Background: an optimization exercise with open tools, aiming at small area. Do not read the settings as production practice.
Function was checked by simulation only, so behaviour that the tests miss may differ from the original.
Power is estimated from default activity; no workload was simulated.

`constraint.sdc`:
```
create_clock -name core_clock -period 7.0 [get_ports {clk}]
set_input_delay 1.4000 -clock core_clock [delete_from_list [all_inputs] [get_ports {clk}]]
set_output_delay 1.4000 -clock core_clock [all_outputs]
set_load 0.01 [all_outputs]
```
`run.sh`:
```
#!/bin/bash
# synth_recipe.tcl (not shown) runs the flow's synth.tcl, then flattens the netlist and writes it again
# the make line also repeats each setting of config.mk as NAME=value (left out here)
make -C /OpenROAD-flow-scripts/flow DESIGN_CONFIG=/design/flow/config.mk WORK_HOME=/design/flow/orfs CLKGATE_MAP_FILE= SYNTH_SCRIPT=/design/flow/synth_recipe.tcl finish
```
`design.v`:
```
package gsim_sched_pkg;
  localparam int VEC_LEN        = 16;
  localparam int IDX_W          = $clog2(VEC_LEN);
  localparam int FRAC_W         = 16;
  localparam int WORD_W         = 32;
  localparam int N_ITER_DEFAULT = 64;
  typedef enum logic [2:0] {
    S_IDLE,
    S_LOAD,
    S_ITER,
    S_DRAIN,
    S_OUT
  } state_t;
endpackage
import gsim_sched_pkg::*;
module gsim_sched #(
  parameter int N_ITER = N_ITER_DEFAULT
) (
  input  logic                clk,
  input  logic                reset,
  input  logic                in_en,
  input  logic [15:0]         b_in,
  output logic [WORD_W-1:0]   cu_b,
  output logic [WORD_W-1:0]   cu_x0,
  output logic [WORD_W-1:0]   cu_x1,
  output logic [WORD_W-1:0]   cu_x2,
  output logic [WORD_W-1:0]   cu_x3,
  output logic [WORD_W-1:0]   cu_x4,
  output logic [WORD_W-1:0]   cu_x5,
  input  logic [WORD_W-1:0]   cu_x_new,
  output logic                out_valid,
  output logic [WORD_W-1:0]   x_out
);
  localparam int                 SWEEP_W    = (N_ITER > 1) ? $clog2(N_ITER) : 1;
  localparam logic [SWEEP_W-1:0] LAST_SWEEP = SWEEP_W'(N_ITER - 1);
  localparam logic [IDX_W-1:0]   LAST_IDX   = IDX_W'(VEC_LEN - 1);
  logic               iter;      
  logic               wb_valid;  
  logic [IDX_W-1:0]   cnt;       
  logic [SWEEP_W-1:0] sweep;
  logic [15:0]        bs [VEC_LEN];
  logic [WORD_W-1:0]  xs [VEC_LEN];
  logic idle, drain, last_cnt, b_shift;
  assign drain    = wb_valid & ~iter;
  assign idle     = ~iter & ~wb_valid & ~out_valid;
  assign last_cnt = (cnt == LAST_IDX);
  assign b_shift  = iter | (idle & in_en);
  always_ff @(posedge clk) begin
    if (reset) begin
      iter      <= 1'b0;
      wb_valid  <= 1'b0;
      out_valid <= 1'b0;
      cnt       <= '0;
      sweep     <= '0;
    end else begin
      wb_valid <= iter;
      if (b_shift | out_valid) cnt <= cnt + 1'b1;
      if (idle & in_en & last_cnt) iter <= 1'b1;
      if (iter & last_cnt) begin
        sweep <= sweep + 1'b1;
        if (sweep == LAST_SWEEP) iter <= 1'b0;
      end
      if (drain) out_valid <= 1'b1;
      if (out_valid & last_cnt) out_valid <= 1'b0;
    end
  end
  always_ff @(posedge clk) begin
    if (b_shift) begin
      bs[0] <= iter ? bs[VEC_LEN-1] : b_in;
      for (int i = 1; i < VEC_LEN; i++) bs[i] <= bs[i-1];
    end
  end
  always_ff @(posedge clk) begin
    xs[0] <= wb_valid ? cu_x_new : '0;
    for (int i = 1; i < VEC_LEN; i++) xs[i] <= xs[i-1];
  end
  always_comb begin
    cu_b  = '0;
    cu_x0 = '0;
    cu_x1 = '0;
    cu_x2 = '0;
    cu_x3 = '0;
    cu_x4 = '0;
    cu_x5 = '0;
    if (iter) begin
      cu_b  = {bs[VEC_LEN-1], {FRAC_W{1'b0}}};
      if (cnt != '0)                  cu_x0 = cu_x_new;
      if (cnt <= IDX_W'(VEC_LEN - 2)) cu_x1 = xs[13];
      if (cnt >= IDX_W'(2))           cu_x2 = xs[0];
      if (cnt <= IDX_W'(VEC_LEN - 3)) cu_x3 = xs[12];
      if (cnt >= IDX_W'(3))           cu_x4 = xs[1];
      if (cnt <= IDX_W'(VEC_LEN - 4)) cu_x5 = xs[11];
    end
  end
  assign x_out = out_valid ? xs[VEC_LEN-1] : '0;
endmodule
```
`config.mk`:
```
export PLATFORM = sky130hd
export DESIGN_NAME = gsim_sched
export DESIGN_NICKNAME = gsim_sched
export VERILOG_FILES = /design/flow/design.v
export SDC_FILE = /design/flow/constraint.sdc
export NUM_CORES = 4
export LEC_CHECK = 0
export CAP_MARGIN = 20
export CORE_MARGIN = 2
export CORE_UTILIZATION = 40
export SLEW_MARGIN = 20
```
==> flow_metrics.py, run 1 <==
metrics = {
    "outcome": {
        "status": "no timing/DRC/antenna violations",
    },
    "power": {
        "p_total_mw": 9.05,
        "worst_ir_drop_vdd_mv": 0.223,
        "power.density_nw_per_um2": 335,
        "power_leakage_nw": 10.2,
    },
    "floorplanning": {
        "die_w_microns": 232,
        "initial_core_util_pct": 40.5,
        "rows": 83,
        "die_h_microns": 232,
        "io_pins": 308,
        "dieArea_sq_um": 53900,
        "core_sq_um": 51400,
    },
    "flow_run": {
        "drv_cap": 0,
    },
    "timing": {
        "timing.final.ws_setup_ns": 2.16,
        "fmax_ghz": 0.207,
        "fin_skew_ns": 0.0134,
        "holdWs_ns": 0.317,
        "finalSetupViolCount": 0,
        "maxSlewHeadroom_pct": 33.1,
        "hold_violations": 0,
        "tightestPinTransition_ns": 1.00,
        "drv_slew": 0,
        "grt_setup_unrepaired": "no",
        "period_share_pct": 69.2,
        "fin_setup_tns_ns": 0,
        "min_period_ns": 4.84,
    },
    "critical_path": {
        "crit_type": "flop to primary output",
        "crit_required_ns": 5.60,
        "r2r-start": "iter",
        "cp_max_fo": 43,
        "cp_cell_sequence": "buf_4 > o21a_1 > and2_1 > clkdlybuf4s50_1",
        "r2r_setup_slack_ns": 4.22,
        "worstSetupStartpointType": "flop",
        "endpoint_kind": "primary output",
        "ff2ff_path_depth": 3,
        "slowest_stage": "o21a_1",
        "crit_path_max_incr_delay_ns": 0.86,
        "worstPathArrival_ns": 3.44,
        "rr_endpoint": "bs[6][7]",
    },
    "clocking": {
        "cts_sinks": 781,
        "clkTransAtPathRegs_ns": 0.06,
        "postCtsSetupBuffers": 0,
        "clock_tree.root_cell": "clkbuf_16",
        "cts_buffer_depth": 3,
        "cts_resized": 0,
        "holdBufCountCts": 0,
        "htree_levels": 3,
        "clock_latency_ns": 0.60,
        "numCtsBuffers": 75,
        "cts_tree": "built",
    },
    "synth": {
        "syn_area_per_cell_sq_um": 17.6,
        "yosysTopAreaCellShare_pct": 50.5,
        "synth_edf_count": 256,
        "ys_types": 35,
        "yosys.area_share.simple_pct": 9.01,
        "ys.flop_type": "dfxtp_1",
        "synth_top_family_by_area": "simple AND/OR/NAND/NOR gates",
        "yosys_warnings": 3,
        "netlist_instances": 1186,
        "synth_compound_gate_area_share_pct": 0.547,
        "synth_area_leaders": "dfxtp_1 (50%), edfxtp_1 (37%), and2_1 (7.2%)",
        "async_flop_share_pct": 0,
        "muxShareOfSynthArea_pct": 0.865,
        "yosysTopAreaCell": "dfxtp_1",
        "seq_area_frac_synth_pct": 87.4,
        "synth-seq-cells": 781,
        "synthAdderAreaFrac_pct": 0.361,
        "syn-cell-area_sq_um": 20800,
        "synth_xor_area_share_pct": 0.252,
    },
    "finish": {
        "multi_input_area_sq_um": 2370,
        "regArea_sq_um": 18200,
        "fill_cells": 4182,
        "layout.nets": 1582,
        "drive_above_1_share_pct": 9.27,
        "final_core_util_pct": 52.6,
        "layout_commonest_cell": "dfxtp_1",
        "layout_common_cells": "dfxtp_1 (522), clkdlybuf4s50_1 (291), edfxtp_1 (256)",
        "area_growth_pct": 29.9,
    },
    "hold_path": {
        "hp-start": "xs[6][15]",
        "worstHoldPathType": "flop to flop",
        "min_path_cells": 0,
        "whs_endpoint": "xs[7][15]",
    },
    "route": {
        "drt_wl_total_microns": 33900,
        "dr_total_vias": 9189,
        "initialDrtViolationCount": 537,
        "avgViaCountPerCell": 4.06,
        "final_antenna_net_count": 0,
        "wire_per_inst_microns": 14.9,
        "first_pass_iters": 4,
        "post-route-drc-count": 0,
    },
    "placement": {
        "place_ws_ns": 2.69,
        "gp_congestion": 0.824,
        "hpwl_microns": 21600,
        "port_buffers": 291,
    },
    "global_routing": {
        "grt.total_usage_pct": 12.6,
        "grt.overflow.total": 0,
        "antenna_found_initial": 1,
        "grt_pass1_wl_microns": 51700,
        "grt_max_degree": 175,
        "grt_pass1_vias": 9203,
    },
}
==> critical path: cells and delay by family (launching register included) <==
kind / cells / cell delay, ns
AOI/OAI and AO/OA: 1 / 0.86
DFF: 1 / 0.67
and+or+nand+nor: 1 / 0.26
buffers and inverters: 2 / 1.04
==> area by class of cell <==
type	count	share of cell area (%)
multi-input cells	366	8.76
flip-flops and latches	781	67.3
well taps	680	3.15
clock buffers	101	7.61
repair buffers	299	11.1
inverters	2	0.0278
clock inverters	36	2.06
diodes	1	0.00926
==> state kept, by name, summed over array words and instances, names as in the netlist <==
name / cells
sweep: 6
cnt: 4
iter: 1
out_valid: 1
xs: 512
bs: 256
wb_valid: 1
==> routing by layer <==
layer | part of all wire, % | global-route usage (%) | vias up
met4 | 3.5 | 5.95 | 0
met5 | 0 | 0 | -
met1 | 48 | 17.5 | 4226
li1 | - | - | 4615
met2 | 43 | 17.9 | 258
met3 | 5.8 | 3.90 | 90
==> synth_stat cells, types with 2 or more instances <==
cell / n
a21boi_2: 2
a21oi_1: 5
and2_1: 240
and3_1: 32
buf_2: 5
buf_4: 20
buf_6: 3
clkbuf_1: 14
clkbuf_2: 10
dfxtp_1: 525
edfxtp_1: 256
ha_1: 6
inv_1: 2
mux2_2: 16
nand2_1: 7
nand3_1: 5
nor2_1: 11
nor3_1: 4
o21ai_0: 2
or3_1: 2
xnor2_1: 5
==> report_power, final <==
group	internal (mW)	switching, mW
clock	2.53	1.64
combinational	0.0337	0.0477
sequential	4.78	0.0257
total	7.34	1.72
==> how the worst max path moves through the flow <==
| stage | start | to | slack, ns | cells past startpoint |
|---|---|---|---|---|
| global route | iter | cu_x5[30] | 1.88 | 4 |
| global placement | cnt[0] | cu_x1[29] | 2.88 | 5 |
| CTS | iter | cu_x5[7] | 2.04 | 4 |
| detailed placement | iter | cu_x5[7] | 2.69 | 4 |
| finish | iter | cu_x5[7] | 2.16 | 4 |
| floorplan | in_en | bs[0][0] | 1.14 | 2 |
==> metrics by stage <==
stage / cells / instance area (sq um)
2_1_floorplan: 1201 / 20900
3_3_place_gp: 2127 / 24400
3_5_place_dp: 2128 / 24400
4_1_cts: 2265 / 27000
5_1_grt: 2265 / 27000
6_report: 2266 / 27000
==> cell families (layout without fill, tap and decap cells) <==
group,after synthesis,count (layout)
AO/OA/AOI/OAI,15,15
XOR/XNOR,6,6
adder cells (fa/ha/maj),6,6
buffers and inverters,54,438
flip-flops,781,781
multiplexers,16,16
other,1,17
AND/OR/NAND/NOR,307,307
==> inputs of run 2 (changes only) <==
--- a/design.v
+++ b/design.v
@@ -72,25 +72,25 @@
   end
+  logic [WORD_W-1:0] x_new_n;
+  assign x_new_n = ~(cu_x_new & {WORD_W{wb_valid}});
   always_ff @(posedge clk) begin
-    xs[0] <= wb_valid ? cu_x_new : '0;
+    xs[0] <= x_new_n;
     for (int i = 1; i < VEC_LEN; i++) xs[i] <= xs[i-1];
   end
-  always_comb begin
-    cu_b  = '0;
-    cu_x0 = '0;
-    cu_x1 = '0;
-    cu_x2 = '0;
-    cu_x3 = '0;
-    cu_x4 = '0;
-    cu_x5 = '0;
-    if (iter) begin
-      cu_b  = {bs[VEC_LEN-1], {FRAC_W{1'b0}}};
-      if (cnt != '0)                  cu_x0 = cu_x_new;
-      if (cnt <= IDX_W'(VEC_LEN - 2)) cu_x1 = xs[13];
-      if (cnt >= IDX_W'(2))           cu_x2 = xs[0];
-      if (cnt <= IDX_W'(VEC_LEN - 3)) cu_x3 = xs[12];
-      if (cnt >= IDX_W'(3))           cu_x4 = xs[1];
-      if (cnt <= IDX_W'(VEC_LEN - 4)) cu_x5 = xs[11];
-    end
-  end
-  assign x_out = out_valid ? xs[VEC_LEN-1] : '0;
+  logic off_b, off_0, off_1, off_2, off_3, off_4, off_5, off_o;
+  assign off_b = ~iter;
+  assign off_0 = ~(iter & (cnt != '0));
+  assign off_1 = ~(iter & (cnt <= IDX_W'(VEC_LEN - 2)));
+  assign off_2 = ~(iter & (cnt >= IDX_W'(2)));
+  assign off_3 = ~(iter & (cnt <= IDX_W'(VEC_LEN - 3)));
+  assign off_4 = ~(iter & (cnt >= IDX_W'(3)));
+  assign off_5 = ~(iter & (cnt <= IDX_W'(VEC_LEN - 4)));
+  assign off_o = ~out_valid;
+  assign cu_b  = {bs[VEC_LEN-1] & {16{~off_b}}, {FRAC_W{1'b0}}};
+  assign cu_x0 = ~(x_new_n | {WORD_W{off_0}});
+  assign cu_x1 = ~(xs[13]  | {WORD_W{off_1}});
+  assign cu_x2 = ~(xs[0]   | {WORD_W{off_2}});
+  assign cu_x3 = ~(xs[12]  | {WORD_W{off_3}});
+  assign cu_x4 = ~(xs[1]   | {WORD_W{off_4}});
+  assign cu_x5 = ~(xs[11]  | {WORD_W{off_5}});
+  assign x_out = ~(xs[VEC_LEN-1] | {WORD_W{off_o}});
 endmodule
==> run 2 against run 1 <==
Still clean; register-to-register slack improved by 0.14 ns; maximum frequency rose by 8.7%; non-clock buffer count did not move; sequential power barely moved; critical path type unchanged; largest cell class unchanged; highest routed layer unchanged.
==> flow_metrics.py, run 2 <==
metrics = {
    "synth": {
        "synth_xor_area_share_pct": 0.304,
        "yosys_warnings": 3,
        "yosysTopAreaCell": "dfxtp_1",
        "ys_types": 30,
        "async_flop_share_pct": 0,
        "synthAdderAreaFrac_pct": 0.310,
        "synth_compound_gate_area_share_pct": 0.428,
        "synthTopCellsByCount": "dfxtp_1 (525), edfxtp_1 (256), nor2_1 (205)",
        "yosysTopAreaCellShare_pct": 52.1,
        "synthMostInstantiatedCell": "dfxtp_1",
        "syn_area_per_cell_sq_um": 17.1,
        "seq_area_frac_synth_pct": 90.2,
        "syn-cell-area_sq_um": 20200,
        "muxShareOfSynthArea_pct": 0.942,
        "synth-seq-cells": 781,
        "ys.flop_type": "dfxtp_1",
        "yosys.area_share.simple_pct": 6.48,
        "synth_area_leaders": "dfxtp_1 (52%), edfxtp_1 (38%), nor2_1 (3.8%)",
        "synth_edf_count": 256,
        "synth_top_family_by_area": "simple AND/OR/NAND/NOR gates",
        "netlist_instances": 1183,
    },
    "timing": {
        "fin_skew_ns": 0.0188,
        "finalSetupViolCount": 0,
        "drv_slew": 0,
        "fin_setup_tns_ns": 0,
        "min_period_ns": 4.45,
        "grt_setup_unrepaired": "no",
        "fmax_ghz": 0.225,
        "period_share_pct": 63.6,
        "hold_violations": 0,
        "maxSlewHeadroom_pct": 37.2,
        "tightestPinTransition_ns": 0.942,
    },
    "clocking": {
        "clock_latency_ns": 0.60,
        "holdBufCountCts": 0,
        "cts_buffer_depth": 3,
        "cts_resized": 0,
        "htree_levels": 3,
        "cts_tree": "built",
        "clock_tree.root_cell": "clkbuf_16",
        "postCtsSetupBuffers": 0,
        "numCtsBuffers": 77,
        "clkTransAtPathRegs_ns": 0.06,
        "cts_sinks": 781,
    },
    "hold_path": {
        "worstHoldPathType": "flop to flop",
    },
    "power": {
        "power_frac_comb_pct": 0.9,
        "seqPwrFrac_pct": 52.9,
        "power.density_nw_per_um2": 343,
        "power_leakage_nw": 9.46,
        "p_clk_share_pct": 46.2,
        "worst_ir_drop_vdd_mv": 0.178,
        "swShare_pct": 19.0,
        "p_switching_mw": 1.72,
        "power.internal_mw": 7.35,
    },
    "critical_path": {
        "crit_required_ns": 5.60,
        "endpoint_kind": "primary output",
        "cp_max_fo": 44,
        "worstPathArrival_ns": 3.05,
        "crit_type": "flop to primary output",
        "worstSetupStartpointType": "flop",
    },
    "route": {
        "initialDrtViolationCount": 533,
        "drt_wl_total_microns": 32300,
        "wire_per_inst_microns": 14.3,
        "dr_total_vias": 9112,
        "first_pass_iters": 4,
        "avgViaCountPerCell": 4.04,
        "post-route-drc-count": 0,
        "final_antenna_net_count": 0,
    },
    "finish": {
        "regArea_sq_um": 18200,
        "area_growth_pct": 31.3,
        "diodes": 0,
        "layout_commonest_cell": "dfxtp_1",
        "layout.nets": 1584,
        "fill_cells": 4111,
        "layout_common_cells": "dfxtp_1 (523), clkdlybuf4s50_1 (291), edfxtp_1 (256)",
        "largest_register": "xs",
        "biggestRegsByFlops": "xs: 512 flops, bs: 256 flops, sweep: 6 flops",
        "final_core_util_pct": 53.0,
        "multi_input_area_sq_um": 1820,
        "largest_reg_flops": 512,
        "drive_above_1_share_pct": 9.96,
    },
    "floorplanning": {
        "dieArea_sq_um": 52300,
        "io_pins": 308,
        "die_h_microns": 229,
        "initial_core_util_pct": 40.4,
        "rows": 82,
        "core_sq_um": 50000,
        "die_w_microns": 229,
    },
    "global_routing": {
        "grt.overflow.total": 0,
        "grt_max_degree": 175,
        "grt_pass1_vias": 9099,
        "grt.total_usage_pct": 12.3,
        "grt_pass1_wl_microns": 50100,
        "antenna_found_initial": 1,
    },
    "placement": {
        "hpwl_microns": 20200,
        "port_buffers": 291,
        "gp_congestion": 0.842,
    },
    "flow_run": {
        "drv_cap": 0,
    },
    "outcome": {
        "status": "no timing/DRC/antenna violations",
    },
}
-- run 2: cell count changes after synthesis, moves of 4 or more --
| cell | delta |
|---|---|
| clkbuf_2 | -10 |
| nor2b_1 | +32 |
| buf_2 | +13 |
| nor2_1 | +194 |
| and2_1 | -223 |
| buf_4 | -4 |
| nand2_1 | +33 |
| and3_1 | -32 |
-- run 2: kinds of logic (layout without fill, tap and decap cells) --
family,count (synthesis),count (layout)
DFF,781,781
and+or+nand+nor,309,309
buffers and inverters,51,439
muxes,17,17
AOI/OAI and AO/OA,12,12
xor gates and xnor gates,7,7
adders and majority gates,5,5
other,1,16
-- run 2: critical path: stages, from the launching register on --
cell and delay (ns):
dfxtp_2 0.94, nand2_2 0.64, nor2_1 0.27, clkdlybuf4s50_1 0.58
-- run 2: layout make-up --
| cell class | count | share of cell area [%] |
|---|---|---|
| clock inverter | 41 | 1.87 |
| inverter | 3 | 0.0425 |
| sequential | 781 | 68.7 |
| clock buffer | 96 | 8.08 |
| timing repair buffer | 299 | 11.3 |
| tap | 672 | 3.17 |
| multi-input combinational | 366 | 6.88 |
-- run 2: worst paths after layout --
kind	end	slack [ns]	depth (start not counted)	start
setup / recovery	cu_x0[20]	2.55	3	iter
hold / removal	xs[15][7]	0.32	0	xs[14][7]
setup reg to reg	bs[9][9]	4.36	2	iter
hold reg to reg	xs[15][7]	0.32	0	xs[14][7]
-- run 2: layer usage --
layer	up-vias	track usage [%]	share of wire (%)
li1	4581	-	-
met4	0	6.17	2.5
met2	253	17.7	43
met1	4213	17.0	48
met3	65	3.44	5.8
met5	-	0	0
-- run 2: metrics by stage --
step,hold slack (ns),area (sq um),instances,power (mW),setup slack [ns]
2_1_floorplan,0.310,20200,1198,4.94,1.77
3_3_place_gp,0.310,23900,2121,4.98,2.87
3_5_place_dp,0.312,23900,2121,4.98,2.79
4_1_cts,0.308,26500,2258,9.21,2.14
5_1_grt,0.317,26500,2258,9.39,2.34
6_report,0.317,26500,2258,9.07,2.55
-- run 2: power groups by stage --
stage	sequential, mW	combinational, mW	clock (mW)
final	4.80	0.0779	4.19
after floorplan	4.89	0.0425	0
after detailed placement	4.90	0.0788	0
after global routing	4.81	0.0862	4.50
after CTS	4.80	0.0790	4.33
after global placement	4.90	0.0771	0
==> inputs of run 3 (changes only) <==
==> flow/run.sh (new file) <==
#!/bin/bash
# Standard ORFS flow (the standard.sh) with the settings in flow/extra.mk
# appended to the standard flow's config.mk: smaller port buffers and a leaner clock tree.
set -e
cat flow/extra.mk >> config.mk
bash standard.sh > standard.log 2>&1
==> flow/extra.mk (new file) <==
export BUFFER_PORTS_ARGS = -buffer_cell sky130_fd_sc_hd__buf_1
export CTS_ARGS = -sink_clustering_enable -repair_clock_nets -dont_use_dummy_load -buf_list {sky130_fd_sc_hd__clkbuf_8} -sink_clustering_size 20 -sink_clustering_max_diameter 60
==> standard.sh (new file) <==
#!/bin/bash
# synth_recipe.tcl (not shown) runs the flow's synth.tcl, then flattens the netlist and writes it again
# the make line also repeats each setting of config.mk as NAME=value (left out here)
make -C /OpenROAD-flow-scripts/flow DESIGN_CONFIG=/design/flow/config.mk WORK_HOME=/design/flow/orfs CLKGATE_MAP_FILE= SYNTH_SCRIPT=/design/flow/synth_recipe.tcl "${@:-finish}"
--- a/config.mk
+++ b/config.mk
@@ -11 +11,3 @@
 export SLEW_MARGIN = 20
+export BUFFER_PORTS_ARGS = -buffer_cell sky130_fd_sc_hd__buf_1
+export CTS_ARGS = -sink_clustering_enable -repair_clock_nets -dont_use_dummy_load -buf_list {sky130_fd_sc_hd__clkbuf_8} -sink_clustering_size 20 -sink_clustering_max_diameter 60
removed: run.sh
==> run 3 against run 2 <==
First-iteration DRC count increased by 15%; register-to-register slack got worse by 0.32 ns; global-route usage decreased by 0.69 points; clock skew increased by 0.050 ns; critical endpoint is now cu_x0[18]; die area unchanged; power decreased by 26%; clock-buffer cell count decreased by 45; via count decreased by 3.1%; largest power group unchanged.
==> flow_metrics.py, run 3 <==
metrics = {
    "synth": {
        "synth_edf_count": 256,
        "async_flop_share_pct": 0,
        "synthTopCellsByCount": "dfxtp_1 (525), edfxtp_1 (256), nor2_1 (205)",
        "ys.flop_type": "dfxtp_1",
        "netlist_instances": 1183,
        "synth-seq-cells": 781,
        "yosysTopAreaCellShare_pct": 52.1,
        "yosys_warnings": 3,
        "synthMostInstantiatedCell": "dfxtp_1",
        "seq_area_frac_synth_pct": 90.2,
        "syn_area_per_cell_sq_um": 17.1,
        "synth_area_leaders": "dfxtp_1 (52%), edfxtp_1 (38%), nor2_1 (3.8%)",
        "ys_types": 30,
        "syn-cell-area_sq_um": 20200,
        "yosysTopAreaCell": "dfxtp_1",
    },
    "clocking": {
        "cts_sinks": 781,
        "cts_tree": "built",
        "clkTransAtPathRegs_ns": 0.09,
        "htree_levels": 2,
        "holdBufCountCts": 0,
        "postCtsSetupBuffers": 0,
        "cts_resized": 0,
        "clock_tree.root_cell": "clkbuf_8",
        "clock_latency_ns": 0.65,
        "cts_buffer_depth": 3,
        "numCtsBuffers": 51,
    },
    "critical_path": {
        "path_buf_inv": 1,
        "crit_required_ns": 5.60,
        "r2r_setup_slack_ns": 4.04,
        "endpoint_kind": "primary output",
        "crit_cells": 3,
        "ff2ff_path_depth": 2,
        "rr_endpoint": "bs[13][9]",
        "cp_max_fo": 44,
        "cp_cell_sequence": "nand2_2 > nor2_1 > buf_1",
        "slowest_stage": "dfxtp_2",
        "crit_type": "flop to primary output",
        "crit_family": "flip-flops",
        "worstPathArrival_ns": 2.61,
        "crit_path_max_incr_delay_ns": 0.92,
        "r2r-start": "iter",
        "worstSetupStartpointType": "flop",
    },
    "hold_path": {
        "hp-start": "xs[3][8]",
        "worstHoldPathType": "flop to flop",
        "min_path_cells": 0,
        "whs_endpoint": "xs[4][8]",
    },
    "route": {
        "dr_total_vias": 8831,
        "final_antenna_net_count": 0,
        "avgViaCountPerCell": 4.07,
        "wire_per_inst_microns": 14.3,
        "first_pass_iters": 4,
        "drt_wl_total_microns": 31000,
        "initialDrtViolationCount": 614,
        "post-route-drc-count": 0,
    },
    "floorplanning": {
        "io_pins": 308,
        "dieArea_sq_um": 52300,
        "initial_core_util_pct": 40.4,
        "core_sq_um": 50000,
        "die_w_microns": 229,
        "die_h_microns": 229,
        "rows": 82,
    },
    "timing": {
        "drv_slew": 0,
        "grt_setup_unrepaired": "no",
        "timing.final.ws_setup_ns": 2.99,
        "tightestPinTransition_ns": 1.07,
        "period_share_pct": 57.3,
        "fmax_ghz": 0.249,
        "min_period_ns": 4.01,
        "fin_skew_ns": 0.0690,
        "maxSlewHeadroom_pct": 28.9,
        "fin_setup_tns_ns": 0,
        "holdWs_ns": 0.290,
        "finalSetupViolCount": 0,
        "hold_violations": 0,
    },
    "finish": {
        "biggestRegsByFlops": "xs: 512 flops, bs: 256 flops, sweep: 6 flops",
        "largest_register": "xs",
        "final_core_util_pct": 45.5,
        "layout.cells.non_filler": 2172,
        "area_growth_pct": 12.6,
        "final_area_sq_um": 22700,
        "drive_above_1_share_pct": 5.54,
        "layout_commonest_cell": "dfxtp_1",
        "fill_cells": 4379,
        "layout_common_cells": "dfxtp_1 (523), buf_1 (291), edfxtp_1 (256)",
        "largest_reg_flops": 512,
        "layout.nets": 1557,
    },
    "placement": {
        "place_inst": 2120,
        "hpwl_microns": 19800,
        "place_ws_ns": 3.23,
        "place_area_sq_um": 22000,
        "port_buffers": 291,
        "gp_congestion": 0.875,
    },
    "global_routing": {
        "antenna_found_initial": 1,
        "grt_max_degree": 205,
        "grt.overflow.total": 0,
        "grt_pass1_wl_microns": 47700,
        "grt_pass1_vias": 8818,
        "grt.total_usage_pct": 11.6,
    },
    "power": {
        "worst_ir_drop_vdd_mv": 0.145,
        "power.density_nw_per_um2": 297,
        "p_total_mw": 6.76,
        "power_leakage_nw": 7.87,
    },
    "flow_run": {
        "drv_cap": 0,
    },
    "outcome": {
        "status": "no timing/DRC/antenna violations",
    },
}
[run 3: cell counts after synthesis]
No cell type changed its count.
[run 3: logic make-up after synthesis]
kind of cell             share of synthesized area (%)
multiplexers                                     0.942
other                                           0.0186
AND/OR/NAND/NOR                                   6.48
buffers and inverters                             1.36
XOR/XNOR                                         0.304
flip-flops                                        90.2
AO/OA/AOI/OAI                                    0.428
adder cells (fa/ha/maj)                          0.310
[run 3: where the power goes]
| part | leakage (nW) | internal, mW | switching [mW] |
|---|---|---|---|
| sequential | 6.76 | 4.77 | 0.0271 |
| combinational | 0.746 | 0.0147 | 0.0449 |
| clock | 0.367 | 0.655 | 1.25 |
[run 3: layout make-up]
type	count	area [sq um]	share of cell area, %
inverters	3	11.3	0.0495
repair buffers	298	1160	5.09
well taps	672	841	3.70
clock buffers	51	702	3.09
diodes	1	2.50	0.0110
multi-input cells	366	1820	8.01
flip-flops and latches	781	18200	80.1
[run 3: routing by layer]
| metal | vias to the layer above | global-route usage [%] | share of wire [%] |
|---|---|---|---|
| li1 | 4445 | - | - |
| met1 | 4100 | 16.4 | 49 |
| met2 | 240 | 17.1 | 42 |
| met3 | 46 | 3.37 | 6.1 |
| met4 | 0 | 3.88 | 2.2 |
| met5 | - | 0 | 0 |
[run 3: worst max-delay path by stage]
stage                             to   from  slack (ns)
after global routing       cu_x0[18]   iter        2.67
after detailed placement  bs[14][10]  in_en        3.23
after global placement    bs[12][11]  in_en        3.31
final                      cu_x0[18]   iter        2.99
after floorplan             bs[0][0]  in_en        1.77
after CTS                  cu_x0[18]   iter        2.54
==> inputs of run 4 (changes only) <==
--- a/config.mk
+++ b/config.mk
@@ -7,6 +7,7 @@
 export LEC_CHECK = 0
-export CAP_MARGIN = 20
+export ABC_AREA = 1
+export CAP_MARGIN = 0
 export CORE_MARGIN = 2
 export CORE_UTILIZATION = 40
-export SLEW_MARGIN = 20
+export SLEW_MARGIN = 0
 export BUFFER_PORTS_ARGS = -buffer_cell sky130_fd_sc_hd__buf_1
==> run 4 against run 3 <==
Still clean on timing, DRC and antenna; first-iteration DRC count fell by 20%; sequential power about the same; clock power hardly changed; sequential share of layout area increased by 0.28 points; critical path depth rose by 1; worst setup slack improved by 0.022 ns; via count rose by 3.2%; synthesized area is essentially flat; clock-buffer cell count fell by 2; maximum frequency up 0.55%; synthesized cell count up 4.7%; global-route usage grew 0.20 points; highest routed layer unchanged.
==> flow_metrics.py, run 4 <==
metrics = {
    "timing": {
        "min_period_ns": 3.99,
        "drv_slew": 0,
        "maxSlewHeadroom_pct": 18.0,
        "fmax_ghz": 0.251,
        "tightestPinTransition_ns": 1.23,
        "fin_setup_tns_ns": 0,
        "period_share_pct": 57.0,
        "finalSetupViolCount": 0,
        "hold_violations": 0,
        "timing.final.ws_setup_ns": 3.01,
        "fin_skew_ns": 0.0531,
        "grt_setup_unrepaired": "no",
        "holdWs_ns": 0.294,
    },
    "critical_path": {
        "cp_max_fo": 26,
        "crit_type": "flop to primary output",
        "rr_endpoint": "bs[13][11]",
        "critical_path.startpoint": "iter",
        "crit_required_ns": 5.60,
        "endpoint_kind": "primary output",
        "worstSetupStartpointType": "flop",
        "r2r-start": "iter",
        "ff2ff_path_depth": 3,
        "r2r_setup_slack_ns": 3.64,
        "worstPathArrival_ns": 2.59,
    },
    "finish": {
        "layout_common_cells": "dfxtp_1 (525), buf_1 (291), edfxtp_1 (256)",
        "largest_register": "xs",
        "layout.nets": 1613,
        "final_area_sq_um": 22700,
        "final_core_util_pct": 45.3,
        "area_growth_pct": 12.3,
        "largest_reg_flops": 512,
        "layout.cells.non_filler": 2228,
        "biggestRegsByFlops": "xs: 512 flops, bs: 256 flops, sweep: 6 flops",
        "layout_commonest_cell": "dfxtp_1",
        "drive_above_1_share_pct": 4.31,
    },
    "route": {
        "initialDrtViolationCount": 490,
        "wire_per_inst_microns": 14.2,
        "dr_total_vias": 9112,
        "avgViaCountPerCell": 4.09,
        "first_pass_iters": 4,
        "final_antenna_net_count": 0,
        "post-route-drc-count": 0,
        "drt_wl_total_microns": 31600,
    },
    "power": {
        "p_switching_mw": 1.31,
        "worst_ir_drop_vdd_mv": 0.169,
        "power_frac_comb_pct": 0.9,
        "power.internal_mw": 5.41,
        "swShare_pct": 19.5,
        "power_leakage_nw": 8.12,
        "power.density_nw_per_um2": 297,
        "p_total_mw": 6.72,
        "seqPwrFrac_pct": 71.3,
        "p_clk_share_pct": 27.8,
    },
    "clocking": {
        "clock_latency_ns": 0.65,
        "holdBufCountCts": 0,
        "postCtsSetupBuffers": 0,
        "clock_tree.root_cell": "clkbuf_8",
        "cts_buffer_depth": 3,
        "cts_tree": "built",
        "cts_resized": 0,
        "clkTransAtPathRegs_ns": 0.11,
        "htree_levels": 2,
        "cts_sinks": 781,
        "numCtsBuffers": 49,
    },
    "flow_run": {
        "drv_cap": 0,
    },
    "hold_path": {
        "whs_endpoint": "xs[6][3]",
        "min_path_cells": 0,
        "worstHoldPathType": "flop to flop",
        "hp-start": "xs[5][3]",
    },
    "synth": {
        "synth-seq-cells": 781,
        "syn-cell-area_sq_um": 20200,
        "yosysTopAreaCellShare_pct": 52.1,
        "netlist_instances": 1239,
        "yosysTopAreaCell": "dfxtp_1",
        "synth_area_leaders": "dfxtp_1 (52%), edfxtp_1 (38%), nor2_1 (4.4%)",
        "ys_types": 21,
        "async_flop_share_pct": 0,
        "syn_area_per_cell_sq_um": 16.3,
        "yosys_warnings": 3,
        "synth_edf_count": 256,
        "ys.flop_type": "dfxtp_1",
        "synthMostInstantiatedCell": "dfxtp_1",
        "synthTopCellsByCount": "dfxtp_1 (525), edfxtp_1 (256), nor2_1 (238)",
        "seq_area_frac_synth_pct": 90.2,
    },
    "global_routing": {
        "grt_max_degree": 234,
        "antenna_found_initial": 1,
        "grt_pass1_wl_microns": 48300,
        "grt.total_usage_pct": 11.8,
        "grt_pass1_vias": 8936,
        "grt.overflow.total": 0,
    },
    "floorplanning": {
        "rows": 82,
        "core_sq_um": 50000,
        "initial_core_util_pct": 40.4,
        "die_h_microns": 229,
        "dieArea_sq_um": 52300,
        "io_pins": 308,
        "die_w_microns": 229,
    },
    "placement": {
        "place_area_sq_um": 22000,
        "hpwl_microns": 20200,
        "place_ws_ns": 3.57,
        "gp_congestion": 0.872,
        "port_buffers": 291,
        "place_inst": 2178,
    },
    "outcome": {
        "status": "no timing/DRC/antenna violations",
    },
}
-- run 4: cell types whose count changed in the layout (fill, tap and decap cells not counted), sizes merged, moves of 5 or more --
cell	change
inv	+26
and2	-17
o21ai	+6
nand4	+6
nor2b	-33
nand2	+61
mux2	-16
nor3	-5
xnor2	-6
nor2	+34
-- run 4: metal layers --
layer	global-route usage, %	up-vias	share of wire, %
met2	16.9	258	41
met1	17.0	4202	48
met3	3.42	67	8.1
li1	-	4585	-
met5	0	-	0
met4	4.17	0	2.6
-- run 4: logic make-up (layout without fill, tap and decap cells) --
logic type,after synthesis,count (layout),share of synthesized area (%)
buf+inv,77,378,1.95
fa+ha+maj,5,5,0.310
compound gates,17,17,0.657
other cells,1,17,0.0186
xor+xnor,2,2,0.0868
flops,781,781,90.2
simple gates,356,356,6.78
-- run 4: layout make-up --
type | instances | area [sq um]
multi-input cells | 396 | 1660
well taps | 672 | 841
repair buffers | 300 | 1170
clock buffers | 49 | 674
flip-flops and latches | 781 | 18200
diodes | 1 | 2.50
inverters | 29 | 109
fillers | 4489 | 27300
-- run 4: power groups by stage --
stage	clock network, mW	registers, mW	logic, mW
finish	1.87	4.79	0.0584
global route	2.15	4.81	0.0655
CTS	1.99	4.80	0.0587
detailed placement	0	4.90	0.0587
global placement	0	4.90	0.0568
floorplan	0	4.89	0.0423
-- run 4: critical path: stages, from the launching register on --
cell and delay (ns):
dfxtp_1 1.07, o21ai_2 0.24, buf_4 0.31, nor2_1 0.16, buf_1 0.17
-- run 4: worst max-delay path by stage --
stage | slack [ns] | depth (start not counted) | to
4_1_cts | 2.93 | 4 | cu_x4[13]
3_3_place_gp | 3.66 | 4 | bs[14][8]
5_1_grt | 2.78 | 4 | cu_x4[13]
2_1_floorplan | 1.89 | 2 | bs[0][0]
6_report | 3.01 | 4 | cu_x4[13]
3_5_place_dp | 3.57 | 4 | bs[15][8]
==> inputs of run 5 (changes only) <==
--- a/config.mk
+++ b/config.mk
@@ -8,6 +8,6 @@
 export ABC_AREA = 1
-export CAP_MARGIN = 0
+export CAP_MARGIN = 20
 export CORE_MARGIN = 2
 export CORE_UTILIZATION = 40
-export SLEW_MARGIN = 0
+export SLEW_MARGIN = 20
 export BUFFER_PORTS_ARGS = -buffer_cell sky130_fd_sc_hd__buf_1
==> run 5 against run 4 <==
Hold slack better by 0.0013 ns; design area rose by 0.13%; utilization grew 0.058 points; largest cell class unchanged; die area did not move; sequential power hardly changed; highest routed layer unchanged; via count grew 0.19%; flip-flop and latch count did not move.
==> flow_metrics.py, run 5 <==
metrics = {
    "power": {
        "worst_ir_drop_vdd_mv": 0.169,
        "power.density_nw_per_um2": 296,
        "power_leakage_nw": 8.13,
        "p_total_mw": 6.72,
    },
    "global_routing": {
        "antenna_found_initial": 1,
        "grt.total_usage_pct": 11.8,
        "grt.overflow.total": 0,
        "grt_max_degree": 234,
        "grt_pass1_vias": 8936,
        "grt_pass1_wl_microns": 48300,
    },
    "route": {
        "dr_total_vias": 9129,
        "initialDrtViolationCount": 529,
        "post-route-drc-count": 0,
        "wire_per_inst_microns": 14.2,
        "avgViaCountPerCell": 4.10,
        "drt_wl_total_microns": 31500,
        "first_pass_iters": 4,
        "final_antenna_net_count": 0,
    },
    "floorplanning": {
        "dieArea_sq_um": 52300,
        "die_h_microns": 229,
        "rows": 82,
        "core_sq_um": 50000,
        "initial_core_util_pct": 40.4,
        "io_pins": 308,
        "die_w_microns": 229,
    },
    "flow_run": {
        "drv_cap": 0,
    },
    "timing": {
        "fmax_ghz": 0.263,
        "fin_setup_tns_ns": 0,
        "fin_skew_ns": 0.0552,
        "min_period_ns": 3.80,
        "maxSlewHeadroom_pct": 47.7,
        "grt_setup_unrepaired": "no",
        "tightestPinTransition_ns": 0.784,
        "drv_slew": 0,
        "finalSetupViolCount": 0,
        "period_share_pct": 54.3,
        "hold_violations": 0,
    },
    "synth": {
        "ys.flop_type": "dfxtp_1",
        "synth-seq-cells": 781,
        "synth_compound_gate_area_share_pct": 0.657,
        "yosysTopAreaCellShare_pct": 52.1,
        "yosysTopAreaCell": "dfxtp_1",
        "netlist_instances": 1239,
        "synth_top_family_by_area": "simple AND/OR/NAND/NOR gates",
        "synth_area_leaders": "dfxtp_1 (52%), edfxtp_1 (38%), nor2_1 (4.4%)",
        "muxShareOfSynthArea_pct": 0,
        "seq_area_frac_synth_pct": 90.2,
        "yosys_warnings": 3,
        "synth_xor_area_share_pct": 0.0868,
        "synthMostInstantiatedCell": "dfxtp_1",
        "synthTopCellsByCount": "dfxtp_1 (525), edfxtp_1 (256), nor2_1 (238)",
        "synth_edf_count": 256,
        "async_flop_share_pct": 0,
        "ys_types": 21,
        "synthAdderAreaFrac_pct": 0.310,
        "syn-cell-area_sq_um": 20200,
        "yosys.area_share.simple_pct": 6.78,
        "syn_area_per_cell_sq_um": 16.3,
    },
    "finish": {
        "drive_above_1_share_pct": 4.43,
        "regArea_sq_um": 18200,
        "layout_commonest_cell": "dfxtp_1",
        "area_growth_pct": 12.4,
        "largest_reg_flops": 512,
        "largest_register": "xs",
        "fill_cells": 4488,
        "biggestRegsByFlops": "xs: 512 flops, bs: 256 flops, sweep: 6 flops",
        "layout.nets": 1614,
        "multi_input_area_sq_um": 1660,
        "layout_common_cells": "dfxtp_1 (524), buf_1 (291), edfxtp_1 (256)",
    },
    "clocking": {
        "cts_tree": "built",
        "holdBufCountCts": 0,
        "cts_buffer_depth": 3,
        "htree_levels": 2,
        "clock_latency_ns": 0.65,
        "clock_tree.root_cell": "clkbuf_8",
        "numCtsBuffers": 49,
        "cts_sinks": 781,
        "postCtsSetupBuffers": 0,
        "cts_resized": 0,
        "clkTransAtPathRegs_ns": 0.11,
    },
    "critical_path": {
        "worstSetupStartpointType": "flop",
        "crit_path_max_incr_delay_ns": 0.48,
        "worstPathArrival_ns": 2.40,
        "crit_required_ns": 5.60,
        "cp_cell_sequence": "inv_1 > ha_1 > o31ai_4 > buf_4 > nor2_1 > buf_1",
        "crit_type": "flop to primary output",
        "cp_max_fo": 32,
        "endpoint_kind": "primary output",
        "slowest_stage": "dfxtp_1",
    },
    "placement": {
        "port_buffers": 291,
        "hpwl_microns": 20200,
        "gp_congestion": 0.872,
    },
    "outcome": {
        "status": "no timing/DRC/antenna violations",
    },
    "hold_path": {
        "worstHoldPathType": "flop to flop",
    },
}
run 5: critical path: cells and delay by family (launching register included):
family,cells,cell delay (ns)
flops,1,0.48
fa+ha+maj,1,0.25
simple gates,1,0.10
buf+inv,3,0.66
compound gates,1,0.26
run 5: stage by stage:
stage          setup slack [ns]  utilization [%]  area (sq um)  hold WS [ns]  instances
4_1_cts                    2.93             45.3         22700         0.295       2227
6_report                   3.20             45.4         22700         0.295       2229
3_5_place_dp               3.57             44.0         22000         0.312       2178
5_1_grt                    2.99             45.4         22700         0.299       2229
3_3_place_gp               3.66             44.0         22000         0.310       2178
2_1_floorplan              1.89                -         20200         0.310       1254
run 5: final cells by class:
type | instances | share of cell area [%]
clock buffer | 49 | 2.97
timing repair buffer | 301 | 5.29
inverter | 29 | 0.480
sequential | 781 | 80.2
tap | 672 | 3.71
antenna | 1 | 0.0110
multi-input combinational | 396 | 7.31
run 5: layer usage:
layer | share of wire (%) | wire length, microns | global-route usage, % | vias up
met3 | 6.9 | 2180 | 3.42 | 66
met4 | 2.6 | 824 | 4.17 | 0
met2 | 42 | 13100 | 16.9 | 258
met1 | 49 | 15500 | 17.0 | 4219
met5 | 0 | 0 | 0 | -
li1 | - | - | - | 4586
run 5: where the power goes:
group | internal, mW | switching, mW
Clock | 0.631 | 1.24
Sequential | 4.77 | 0.0248
Combinational | 0.0139 | 0.0462
Total | 5.41 | 1.31
run 5: cells by family (layout without fill, tap and decap cells):
logic type / after synthesis / in the layout
AO/OA/AOI/OAI: 17 / 17
XOR/XNOR: 2 / 2
adder cells (fa/ha/maj): 5 / 5
buffers and inverters: 77 / 379
flip-flops: 781 / 781
other: 1 / 17
AND/OR/NAND/NOR: 356 / 356
run 5: worst paths after layout:
path,slack [ns],start,depth (start not counted),to
max,3.20,cnt[1],6,cu_x3[14]
min,0.30,xs[5][3],0,xs[6][3]
max reg2reg,4.10,iter,4,bs[13][11]
min reg2reg,0.30,xs[5][3],0,xs[6][3]
==> inputs of run 6 (changes only) <==
==> flow/extra.mk (replaced) <==
export BUFFER_PORTS_ARGS = -buffer_cell sky130_fd_sc_hd__buf_1
export CTS_ARGS = -sink_clustering_enable -repair_clock_nets -dont_use_dummy_load -buf_list {sky130_fd_sc_hd__clkbuf_4 sky130_fd_sc_hd__clkbuf_8} -sink_clustering_size 22 -sink_clustering_max_diameter 40
==> config.mk (replaced) <==
export PLATFORM = sky130hd
export DESIGN_NAME = gsim_sched
export DESIGN_NICKNAME = gsim_sched
export VERILOG_FILES = /design/flow/design.v
export SDC_FILE = /design/flow/constraint.sdc
export NUM_CORES = 4
export LEC_CHECK = 0
export ABC_AREA = 1
export CAP_MARGIN = 0
export CORE_MARGIN = 2
export CORE_UTILIZATION = 65
export PLACE_DENSITY = 0.75
export SLEW_MARGIN = 0
export BUFFER_PORTS_ARGS = -buffer_cell sky130_fd_sc_hd__buf_1
export CTS_ARGS = -sink_clustering_enable -repair_clock_nets -dont_use_dummy_load -buf_list {sky130_fd_sc_hd__clkbuf_4 sky130_fd_sc_hd__clkbuf_8} -sink_clustering_size 22 -sink_clustering_max_diameter 40
==> run 6 against run 5 <==
Still clean on timing, DRC and antenna; global-route usage up 5.3 points; non-clock buffer count fell by 2; via count increased by 0.69%; synthesized area unchanged; worst setup slack worse by 0.11 ns; register-to-register slack got worse by 0.75 ns; sequential share of layout area grew 1.1 points; critical path type unchanged.
==> flow_metrics.py, run 6 <==
metrics = {
    "placement": {
        "port_buffers": 291,
        "hpwl_microns": 18300,
        "place_ws_ns": 3.21,
        "gp_congestion": 0.819,
        "place_area_sq_um": 21600,
        "place_inst": 1901,
    },
    "clocking": {
        "clock_tree.root_cell": "clkbuf_8",
        "cts_resized": 0,
        "cts_sinks": 781,
        "htree_levels": 2,
        "clock_latency_ns": 0.62,
        "cts_buffer_depth": 3,
        "cts_tree": "built",
        "holdBufCountCts": 0,
        "postCtsSetupBuffers": 0,
        "clkTransAtPathRegs_ns": 0.12,
        "numCtsBuffers": 56,
    },
    "global_routing": {
        "grt_pass1_wl_microns": 44300,
        "grt.overflow.total": 0,
        "grt_pass1_vias": 8960,
        "grt.total_usage_pct": 17.1,
        "grt_max_degree": 160,
        "antenna_found_initial": 0,
    },
    "synth": {
        "synth_edf_count": 256,
        "ys.flop_type": "dfxtp_1",
        "synthTopCellsByCount": "dfxtp_1 (525), edfxtp_1 (256), nor2_1 (238)",
        "ys_types": 21,
        "netlist_instances": 1239,
        "async_flop_share_pct": 0,
        "synth_compound_gate_area_share_pct": 0.657,
        "yosys.area_share.simple_pct": 6.78,
        "synth-seq-cells": 781,
        "synth_top_family_by_area": "simple AND/OR/NAND/NOR gates",
        "synthAdderAreaFrac_pct": 0.310,
        "yosysTopAreaCell": "dfxtp_1",
        "syn-cell-area_sq_um": 20200,
        "synth_xor_area_share_pct": 0.0868,
        "synth_area_leaders": "dfxtp_1 (52%), edfxtp_1 (38%), nor2_1 (4.4%)",
        "syn_area_per_cell_sq_um": 16.3,
        "muxShareOfSynthArea_pct": 0,
        "yosys_warnings": 3,
        "seq_area_frac_synth_pct": 90.2,
        "synthMostInstantiatedCell": "dfxtp_1",
        "yosysTopAreaCellShare_pct": 52.1,
    },
    "timing": {
        "grt_setup_unrepaired": "no",
        "fin_setup_tns_ns": 0,
        "period_share_pct": 55.8,
        "min_period_ns": 3.91,
        "drv_slew": 0,
        "finalSetupViolCount": 0,
        "timing.final.ws_setup_ns": 3.09,
        "maxSlewHeadroom_pct": 18.9,
        "tightestPinTransition_ns": 1.22,
        "fmax_ghz": 0.256,
        "hold_violations": 0,
        "fin_skew_ns": 0.0640,
    },
    "finish": {
        "biggestRegsByFlops": "xs: 512 flops, bs: 256 flops, sweep: 6 flops",
        "layout.nets": 1619,
        "largest_register": "xs",
        "layout_common_cells": "dfxtp_1 (525), buf_1 (291), edfxtp_1 (256)",
        "drive_above_1_share_pct": 4.68,
        "largest_reg_flops": 512,
        "final_area_sq_um": 22400,
        "area_growth_pct": 10.9,
        "fill_cells": 1904,
        "regArea_sq_um": 18200,
        "multi_input_area_sq_um": 1660,
        "layout_commonest_cell": "dfxtp_1",
        "layout.cells.non_filler": 1957,
        "diodes": 0,
    },
    "route": {
        "wire_per_inst_microns": 14.4,
        "post-route-drc-count": 0,
        "drt_wl_total_microns": 28300,
        "initialDrtViolationCount": 773,
        "dr_total_vias": 9192,
        "avgViaCountPerCell": 4.70,
        "final_antenna_net_count": 0,
        "first_pass_iters": 6,
    },
    "critical_path": {
        "crit_type": "flop to primary output",
        "ff2ff_path_depth": 3,
        "cp_cell_sequence": "inv_1 > ha_1 > o31ai_4 > buf_4 > nor2_1 > buf_1",
        "path_buf_inv": 3,
        "crit_path_max_incr_delay_ns": 0.54,
        "worstPathArrival_ns": 2.51,
        "worstSetupStartpointType": "flop",
        "crit_required_ns": 5.60,
        "slowest_stage": "dfxtp_1",
        "crit_cells": 6,
        "endpoint_kind": "primary output",
        "cp_max_fo": 32,
        "crit_family": "buffers and inverters",
    },
    "floorplanning": {
        "die_h_microns": 180,
        "core_sq_um": 30600,
        "die_w_microns": 180,
        "io_pins": 308,
        "initial_core_util_pct": 66.0,
        "dieArea_sq_um": 32500,
        "rows": 64,
    },
    "flow_run": {
        "drv_cap": 0,
    },
    "power": {
        "power.density_nw_per_um2": 302,
        "worst_ir_drop_vdd_mv": 0.180,
        "power_leakage_nw": 8.16,
        "p_total_mw": 6.76,
    },
    "hold_path": {
        "min_path_cells": 0,
        "worstHoldPathType": "flop to flop",
    },
    "outcome": {
        "status": "no timing/DRC/antenna violations",
    },
}
==> run 6: cell counts after synthesis <==
No cell type changed its count.
==> run 6: cells by family (layout without fill, tap and decap cells) <==
group | Yosys count | after routing
flops | 781 | 781
simple gates | 356 | 356
buf+inv | 77 | 384
compound gates | 17 | 17
fa+ha+maj | 5 | 5
xor+xnor | 2 | 2
other cells | 1 | 16
==> run 6: path summary, 6_finish.rpt <==
| kind | slack [ns] | start | end |
|---|---|---|---|
| setup / recovery | 3.09 | cnt[1] | cu_x3[29] |
| hold / removal | 0.28 | xs[6][5] | xs[7][5] |
| setup reg to reg | 3.35 | iter | bs[1][11] |
| hold reg to reg | 0.28 | xs[6][5] | xs[7][5] |
==> run 6: stage by stage <==
stage                     utilization (%)  hold slack (ns)
after floorplan                         -            0.310
after global placement               70.7            0.310
after detailed placement             70.7            0.312
after CTS                            73.2            0.280
after global routing                 73.2            0.283
final                                73.2            0.281
==> run 6: area by class of cell <==
| class | count | share of cell area, % |
|---|---|---|
| sequential | 781 | 81.3 |
| multi-input combinational | 396 | 7.41 |
| timing repair buffer | 299 | 5.15 |
| clock buffer | 56 | 3.44 |
| tap | 396 | 2.21 |
| inverter | 29 | 0.486 |
==> run 6: power breakdown <==
| group | leakage, nW | switching, mW | internal [mW] | total (mW) |
|---|---|---|---|---|
| logic | 1.00 | 0.0448 | 0.0118 | 0.0566 |
| registers | 6.75 | 0.0283 | 4.77 | 4.80 |
| clock network | 0.403 | 1.19 | 0.715 | 1.91 |
| total | 8.16 | 1.26 | 5.50 | 6.76 |
==> run 6: routing by layer <==
metal / routed length, microns / track usage, % / part of all wire (%) / up-vias
met2: 12100 / 25.9 / 43 / 356
met3: 2220 / 4.12 / 7.8 / 71
met1: 13200 / 24.5 / 47 / 4180
met5: 0 / 0 / 0 / -
li1: - / - / - / 4585
met4: 793 / 6.29 / 2.8 / 0
==> inputs of run 7 (changes only) <==
==> flow/extra.mk (replaced) <==
export BUFFER_PORTS_ARGS = -buffer_cell sky130_fd_sc_hd__buf_1
export CTS_ARGS = -sink_clustering_enable -repair_clock_nets -dont_use_dummy_load -buf_list {sky130_fd_sc_hd__clkbuf_8} -sink_clustering_size 20 -sink_clustering_max_diameter 40
--- a/config.mk
+++ b/config.mk
@@ -14,2 +14,2 @@
 export BUFFER_PORTS_ARGS = -buffer_cell sky130_fd_sc_hd__buf_1
-export CTS_ARGS = -sink_clustering_enable -repair_clock_nets -dont_use_dummy_load -buf_list {sky130_fd_sc_hd__clkbuf_4 sky130_fd_sc_hd__clkbuf_8} -sink_clustering_size 22 -sink_clustering_max_diameter 40
+export CTS_ARGS = -sink_clustering_enable -repair_clock_nets -dont_use_dummy_load -buf_list {sky130_fd_sc_hd__clkbuf_8} -sink_clustering_size 20 -sink_clustering_max_diameter 40
==> run 7 against run 6 <==
Power up 0.49%; maximum frequency rose by 0.53%; still clean; clock skew fell by 0.010 ns.
==> flow_metrics.py, run 7 <==
metrics = {
    "synth": {
        "synth_top_family_by_area": "simple AND/OR/NAND/NOR gates",
        "muxShareOfSynthArea_pct": 0,
        "synth_compound_gate_area_share_pct": 0.657,
        "synth_area_leaders": "dfxtp_1 (52%), edfxtp_1 (38%), nor2_1 (4.4%)",
        "netlist_instances": 1239,
        "ys_types": 21,
        "ys.flop_type": "dfxtp_1",
        "async_flop_share_pct": 0,
        "synthMostInstantiatedCell": "dfxtp_1",
        "synthTopCellsByCount": "dfxtp_1 (525), edfxtp_1 (256), nor2_1 (238)",
        "yosys.area_share.simple_pct": 6.78,
        "seq_area_frac_synth_pct": 90.2,
        "synth_edf_count": 256,
        "yosys_warnings": 3,
        "yosysTopAreaCellShare_pct": 52.1,
        "synthAdderAreaFrac_pct": 0.310,
        "yosysTopAreaCell": "dfxtp_1",
        "synth_xor_area_share_pct": 0.0868,
        "syn_area_per_cell_sq_um": 16.3,
        "syn-cell-area_sq_um": 20200,
        "synth-seq-cells": 781,
    },
    "critical_path": {
        "worstPathArrival_ns": 2.49,
        "crit_type": "flop to primary output",
        "cp_max_fo": 32,
        "crit_path_max_incr_delay_ns": 0.53,
        "crit_required_ns": 5.60,
        "path_buf_inv": 3,
        "endpoint_kind": "primary output",
        "cp_cell_sequence": "inv_1 > ha_1 > o31ai_4 > buf_4 > nor2_1 > buf_1",
        "slowest_stage": "dfxtp_1",
        "crit_cells": 6,
        "crit_family": "buffers and inverters",
        "worstSetupStartpointType": "flop",
        "ff2ff_path_depth": 3,
    },
    "finish": {
        "layout_commonest_cell": "dfxtp_1",
        "largest_register": "xs",
        "final_core_util_pct": 73.3,
        "largest_reg_flops": 512,
        "layout.cells.non_filler": 1959,
        "diodes": 0,
        "multi_input_area_sq_um": 1660,
        "layout_common_cells": "dfxtp_1 (525), buf_1 (291), edfxtp_1 (256)",
        "drive_above_1_share_pct": 4.80,
        "regArea_sq_um": 18200,
        "fill_cells": 1896,
        "biggestRegsByFlops": "xs: 512 flops, bs: 256 flops, sweep: 6 flops",
        "area_growth_pct": 11.1,
        "layout.nets": 1621,
    },
    "clocking": {
        "postCtsSetupBuffers": 0,
        "clkTransAtPathRegs_ns": 0.11,
        "clock_latency_ns": 0.62,
        "cts_sinks": 781,
        "holdBufCountCts": 0,
        "cts_tree": "built",
        "numCtsBuffers": 58,
        "clock_tree.root_cell": "clkbuf_8",
        "cts_resized": 0,
        "htree_levels": 2,
        "cts_buffer_depth": 3,
    },
    "power": {
        "swShare_pct": 18.7,
        "seqPwrFrac_pct": 70.6,
        "power_leakage_nw": 8.17,
        "worst_ir_drop_vdd_mv": 0.179,
        "power.density_nw_per_um2": 303,
        "power.internal_mw": 5.52,
        "p_clk_share_pct": 28.5,
        "p_switching_mw": 1.27,
        "power_frac_comb_pct": 0.8,
    },
    "placement": {
        "hpwl_microns": 18300,
        "gp_congestion": 0.819,
        "place_inst": 1901,
        "port_buffers": 291,
    },
    "timing": {
        "drv_slew": 0,
        "min_period_ns": 3.89,
        "fmax_ghz": 0.257,
        "fin_skew_ns": 0.0539,
        "tightestPinTransition_ns": 1.20,
        "finalSetupViolCount": 0,
        "hold_violations": 0,
        "fin_setup_tns_ns": 0,
        "period_share_pct": 55.5,
        "maxSlewHeadroom_pct": 19.8,
        "grt_setup_unrepaired": "no",
    },
    "route": {
        "avgViaCountPerCell": 4.73,
        "final_antenna_net_count": 0,
        "drt_wl_total_microns": 28300,
        "post-route-drc-count": 0,
        "dr_total_vias": 9262,
        "wire_per_inst_microns": 14.5,
        "first_pass_iters": 5,
        "initialDrtViolationCount": 839,
    },
    "global_routing": {
        "grt_pass1_wl_microns": 44400,
        "antenna_found_initial": 0,
        "grt_max_degree": 160,
        "grt.overflow.total": 0,
        "grt_pass1_vias": 8974,
        "grt.total_usage_pct": 17.1,
    },
    "floorplanning": {
        "core_sq_um": 30600,
        "initial_core_util_pct": 66.0,
        "io_pins": 308,
        "die_h_microns": 180,
        "rows": 64,
        "dieArea_sq_um": 32500,
        "die_w_microns": 180,
    },
    "outcome": {
        "status": "no timing/DRC/antenna violations",
    },
    "hold_path": {
        "min_path_cells": 0,
        "worstHoldPathType": "flop to flop",
    },
    "flow_run": {
        "drv_cap": 0,
    },
}
==> run 7: area by class of cell <==
| type | instances | area share [%] |
|---|---|---|
| clock buffer | 58 | 3.56 |
| inverter | 29 | 0.486 |
| multi-input combinational | 396 | 7.40 |
| sequential | 781 | 81.2 |
| tap | 396 | 2.21 |
| timing repair buffer | 299 | 5.14 |
==> run 7: final timing paths <==
path | start | to | slack, ns
worst max-delay path | cnt[1] | cu_x3[29] | 3.11
worst min-delay path | xs[6][5] | xs[7][5] | 0.29
worst max register to register | iter | bs[1][11] | 3.37
worst min register to register | xs[6][5] | xs[7][5] | 0.29
==> run 7: stage by stage <==
stage / total power, mW / cell area (sq um) / hold WS (ns) / setup slack [ns]
6_report: 6.79 / 22400 / 0.287 / 3.11
5_1_grt: 7.03 / 22400 / 0.289 / 2.97
4_1_cts: 6.86 / 22400 / 0.286 / 3.07
3_5_place_dp: 4.96 / 21600 / 0.312 / 3.21
3_3_place_gp: 4.95 / 21600 / 0.310 / 3.23
2_1_floorplan: 4.94 / 20200 / 0.310 / 1.89
==> run 7: power by group through the flow <==
stage               Clock, mW  Combinational (mW)  Sequential (mW)
floorplan                   0              0.0423             4.89
CTS                      2.01              0.0568             4.80
detailed placement          0              0.0573             4.90
global placement            0              0.0552             4.90
finish                   1.94              0.0568             4.80
global route             2.16              0.0638             4.81
==> run 7: cell families (layout without fill, tap and decap cells) <==
logic type,count (synthesis),after routing
adder cells (fa/ha/maj),5,5
buffers and inverters,77,386
XOR/XNOR,2,2
AO/OA/AOI/OAI,17,17
other,1,16
AND/OR/NAND/NOR,356,356
flip-flops,781,781
==> run 7: worst register-to-register path, delay by kind of cell (launching register included) <==
family,cells,cell delay [ns]
buf+inv,2,1.33
flops,1,1.00
simple gates,1,0.92
==> run 7: metal layers <==
metal / track usage [%] / vias up / wire length, microns
li1: - / 4595 / -
met1: 24.7 / 4228 / 13200
met2: 25.8 / 363 / 12100
met3: 4.06 / 76 / 2220
met4: 6.45 / 0 / 856
met5: 0 / - / 0
==> inputs of run 8 (changes only) <==
==> flow/extra.mk (replaced) <==
export BUFFER_PORTS_ARGS = -buffer_cell sky130_fd_sc_hd__buf_1
export CTS_ARGS = -sink_clustering_enable -dont_use_dummy_load -repair_clock_nets -buf_list {sky130_fd_sc_hd__clkbuf_8} -sink_clustering_size 22 -sink_clustering_max_diameter 60
==> config.mk (replaced) <==
export PLATFORM = sky130hd
export DESIGN_NAME = gsim_sched
export DESIGN_NICKNAME = gsim_sched
export VERILOG_FILES = /design/flow/design.v
export SDC_FILE = /design/flow/constraint.sdc
export NUM_CORES = 4
export LEC_CHECK = 0
export ABC_AREA = 1
export CAP_MARGIN = 0
export CORE_MARGIN = 2
export CORE_UTILIZATION = 40
export SLEW_MARGIN = 0
export BUFFER_PORTS_ARGS = -buffer_cell sky130_fd_sc_hd__buf_1
export CTS_ARGS = -sink_clustering_enable -dont_use_dummy_load -repair_clock_nets -buf_list {sky130_fd_sc_hd__clkbuf_8} -sink_clustering_size 22 -sink_clustering_max_diameter 60
==> run 8 against run 7 <==
Still clean on timing, DRC and antenna; sequential share of layout area fell by 0.83 points; synthesized cell count did not move; clock-buffer cell count shrank 10; utilization fell by 28 points; die area increased by 61%; clock power shrank 4%; cell count is 14% higher; non-clock buffer count increased by 1; sequential power about the same; via count down 1.5%; highest routed layer unchanged.
==> flow_metrics.py, run 8 <==
metrics = {
    "timing": {
        "drv_slew": 0,
        "period_share_pct": 56.9,
        "maxSlewHeadroom_pct": 17.7,
        "min_period_ns": 3.98,
        "fmax_ghz": 0.251,
        "tightestPinTransition_ns": 1.23,
        "fin_setup_tns_ns": 0,
        "finalSetupViolCount": 0,
        "fin_skew_ns": 0.0617,
        "grt_setup_unrepaired": "no",
        "hold_violations": 0,
    },
    "finish": {
        "final_area_sq_um": 22600,
        "layout.cells.non_filler": 2227,
        "layout.nets": 1612,
        "multi_input_area_sq_um": 1660,
        "biggestRegsByFlops": "xs: 512 flops, bs: 256 flops, sweep: 6 flops",
        "drive_above_1_share_pct": 4.25,
        "largest_register": "xs",
        "layout_common_cells": "dfxtp_1 (525), buf_1 (291), edfxtp_1 (256)",
        "layout_commonest_cell": "dfxtp_1",
        "area_growth_pct": 12.2,
        "largest_reg_flops": 512,
        "fill_cells": 4485,
        "regArea_sq_um": 18200,
    },
    "power": {
        "power_leakage_nw": 8.11,
        "power.density_nw_per_um2": 296,
        "worst_ir_drop_vdd_mv": 0.169,
    },
    "floorplanning": {
        "dieArea_sq_um": 52300,
        "rows": 82,
        "core_sq_um": 50000,
        "io_pins": 308,
        "initial_core_util_pct": 40.4,
        "die_w_microns": 229,
        "die_h_microns": 229,
    },
    "critical_path": {
        "cp_cell_sequence": "o21ai_2 > buf_4 > nor2_1 > buf_1",
        "rr_endpoint": "bs[14][8]",
        "crit_end": "cu_x4[13]",
        "critical_path.startpoint": "iter",
        "ff2ff_path_depth": 3,
        "crit_cells": 4,
        "worstPathArrival_ns": 2.58,
        "crit_family": "flip-flops",
        "path_buf_inv": 2,
        "slowest_stage": "dfxtp_1",
        "r2r_setup_slack_ns": 3.63,
        "r2r-start": "iter",
        "crit_path_max_incr_delay_ns": 1.06,
        "crit_type": "flop to primary output",
        "endpoint_kind": "primary output",
        "worstSetupStartpointType": "flop",
        "crit_required_ns": 5.60,
        "cp_max_fo": 26,
    },
    "clocking": {
        "cts_sinks": 781,
        "clkTransAtPathRegs_ns": 0.12,
        "numCtsBuffers": 48,
        "postCtsSetupBuffers": 0,
        "clock_latency_ns": 0.66,
        "cts_buffer_depth": 3,
        "htree_levels": 2,
        "cts_tree": "built",
        "clock_tree.root_cell": "clkbuf_8",
        "cts_resized": 0,
        "holdBufCountCts": 0,
    },
    "outcome": {
        "status": "no timing/DRC/antenna violations",
    },
    "flow_run": {
        "drv_cap": 0,
    },
    "route": {
        "wire_per_inst_microns": 14.3,
        "post-route-drc-count": 0,
        "initialDrtViolationCount": 549,
        "first_pass_iters": 5,
        "dr_total_vias": 9127,
        "drt_wl_total_microns": 31800,
        "avgViaCountPerCell": 4.10,
        "final_antenna_net_count": 0,
    },
    "placement": {
        "gp_congestion": 0.872,
        "port_buffers": 291,
        "hpwl_microns": 20200,
        "place_area_sq_um": 22000,
        "place_inst": 2178,
    },
    "hold_path": {
        "worstHoldPathType": "flop to flop",
        "min_path_cells": 0,
    },
    "synth": {
        "ys.flop_type": "dfxtp_1",
        "yosysTopAreaCell": "dfxtp_1",
        "yosys_warnings": 3,
        "synth_edf_count": 256,
        "synthMostInstantiatedCell": "dfxtp_1",
        "seq_area_frac_synth_pct": 90.2,
        "async_flop_share_pct": 0,
        "netlist_instances": 1239,
        "ys_types": 21,
        "yosysTopAreaCellShare_pct": 52.1,
        "synth-seq-cells": 781,
        "synthTopCellsByCount": "dfxtp_1 (525), edfxtp_1 (256), nor2_1 (238)",
        "syn_area_per_cell_sq_um": 16.3,
        "syn-cell-area_sq_um": 20200,
        "synth_area_leaders": "dfxtp_1 (52%), edfxtp_1 (38%), nor2_1 (4.4%)",
    },
    "global_routing": {
        "grt_pass1_wl_microns": 48300,
        "antenna_found_initial": 1,
        "grt.overflow.total": 0,
        "grt_max_degree": 234,
        "grt.total_usage_pct": 11.8,
        "grt_pass1_vias": 8951,
    },
}
## run 8: changes by cell type in the layout (fill, tap and decap cells not counted), sizes merged
| cell | change |
|---|---|
| buf | +1 |
| clkbuf | -10 |
| diode | +1 |
## run 8: cell families after synthesis
kind of cell / Yosys count / share of synthesized area, %
and+or+nand+nor: 356 / 6.78
buffers and inverters: 77 / 1.95
xor gates and xnor gates: 2 / 0.0868
DFF: 781 / 90.2
adders and majority gates: 5 / 0.310
other: 1 / 0.0186
AOI/OAI and AO/OA: 17 / 0.657
## run 8: how the worst min path moves through the flow
stage | from | to | slack, ns
finish | xs[2][21] | xs[3][21] | 0.28
global route | xs[2][21] | xs[3][21] | 0.27
CTS | xs[2][21] | xs[3][21] | 0.27
detailed placement | xs[9][24] | xs[10][24] | 0.31
global placement | xs[9][20] | xs[10][20] | 0.31
floorplan | xs[9][0] | xs[10][0] | 0.31
## run 8: final cells by class
type / instances / area share [%]
Tap cell: 672 / 3.71
Sequential cell: 781 / 80.4
Antenna cell: 1 / 0.0111
Timing Repair Buffer: 300 / 5.18
Clock buffer: 48 / 2.92
Inverter: 29 / 0.481
Multi-Input combinational cell: 396 / 7.32
## run 8: where the power goes
| part | total (mW) | switching, mW | internal (mW) |
|---|---|---|---|
| combinational | 0.0584 | 0.0461 | 0.0123 |
| clock | 1.86 | 1.24 | 0.619 |
| sequential | 4.79 | 0.0249 | 4.77 |
## run 8: worst register-to-register path, stage by stage (launching register included)
cell	delay [ns]
dfxtp_1	1.06
inv_2	0.56
nand2_8	0.35
buf_12	0.81
## run 8: stage by stage
stage	hold slack, ns	power (mW)	utilization, %	worst slack (ns)
6_report	0.281	6.71	45.3	3.02
5_1_grt	0.274	7.00	45.3	2.79
4_1_cts	0.272	6.83	45.3	2.93
3_5_place_dp	0.312	4.96	44.0	3.57
3_3_place_gp	0.310	4.95	44.0	3.66
2_1_floorplan	0.310	4.94	-	1.89
## run 8: per-layer routing
layer  global-route usage (%)  wire length [microns]  vias to the layer above
met1                     17.0                  15500                     4232
met2                     16.9                  13200                      253
met3                     3.33                   2110                       62
met5                        0                      0                        -
met4                     4.47                    897                        0
li1                         -                      -                     4580

[static timing again, ports no longer ideal]
Ports are ideal in the flow. The routed layouts listed here were re-timed in OpenROAD. Step 1, drivers: a clkbuf_16 drives clk and a buf_2 each remaining input, both assumed. Step 2 also shifts input and output timing later by t, the mid clock arrival at the registers, as if the neighbouring blocks saw the same clock. a / b / c = ideal ports / drivers / drivers and shift; a / b = the first two.
run | shift t [ns] | setup slack, ns | hold slack, ns | worst setup path after step 2 | pins driven straight from the clock port
run 1 | 0.648 | 2.159 / 2.108 / 2.756 | 0.317 / 0.317 / 0.317 | register to output | 1
run 2 | 0.641 | 2.548 / 2.498 / 2.877 | 0.317 / 0.317 / 0.317 | input to output | 1
run 3 | 0.664 | 2.991 / 2.944 / 3.254 | 0.290 / 0.290 / 0.290 | input to register | 1
run 4 | 0.666 | 3.013 / 2.963 / 3.533 | 0.294 / 0.294 / 0.294 | input to register | 1
run 5 | 0.666 | 3.201 / 3.151 / 3.480 | 0.295 / 0.295 / 0.295 | input to register | 1
run 6 | 0.632 | 3.092 / 3.047 / 3.192 | 0.281 / 0.281 / 0.281 | input to register | 1
run 7 | 0.637 | 3.112 / 3.068 / 3.163 | 0.287 / 0.287 / 0.287 | input to register | 1
run 8 | 0.671 | 3.018 / 2.969 / 3.504 | 0.281 / 0.281 / 0.281 | input to register | 1
After both steps every run listed still meets setup and hold.
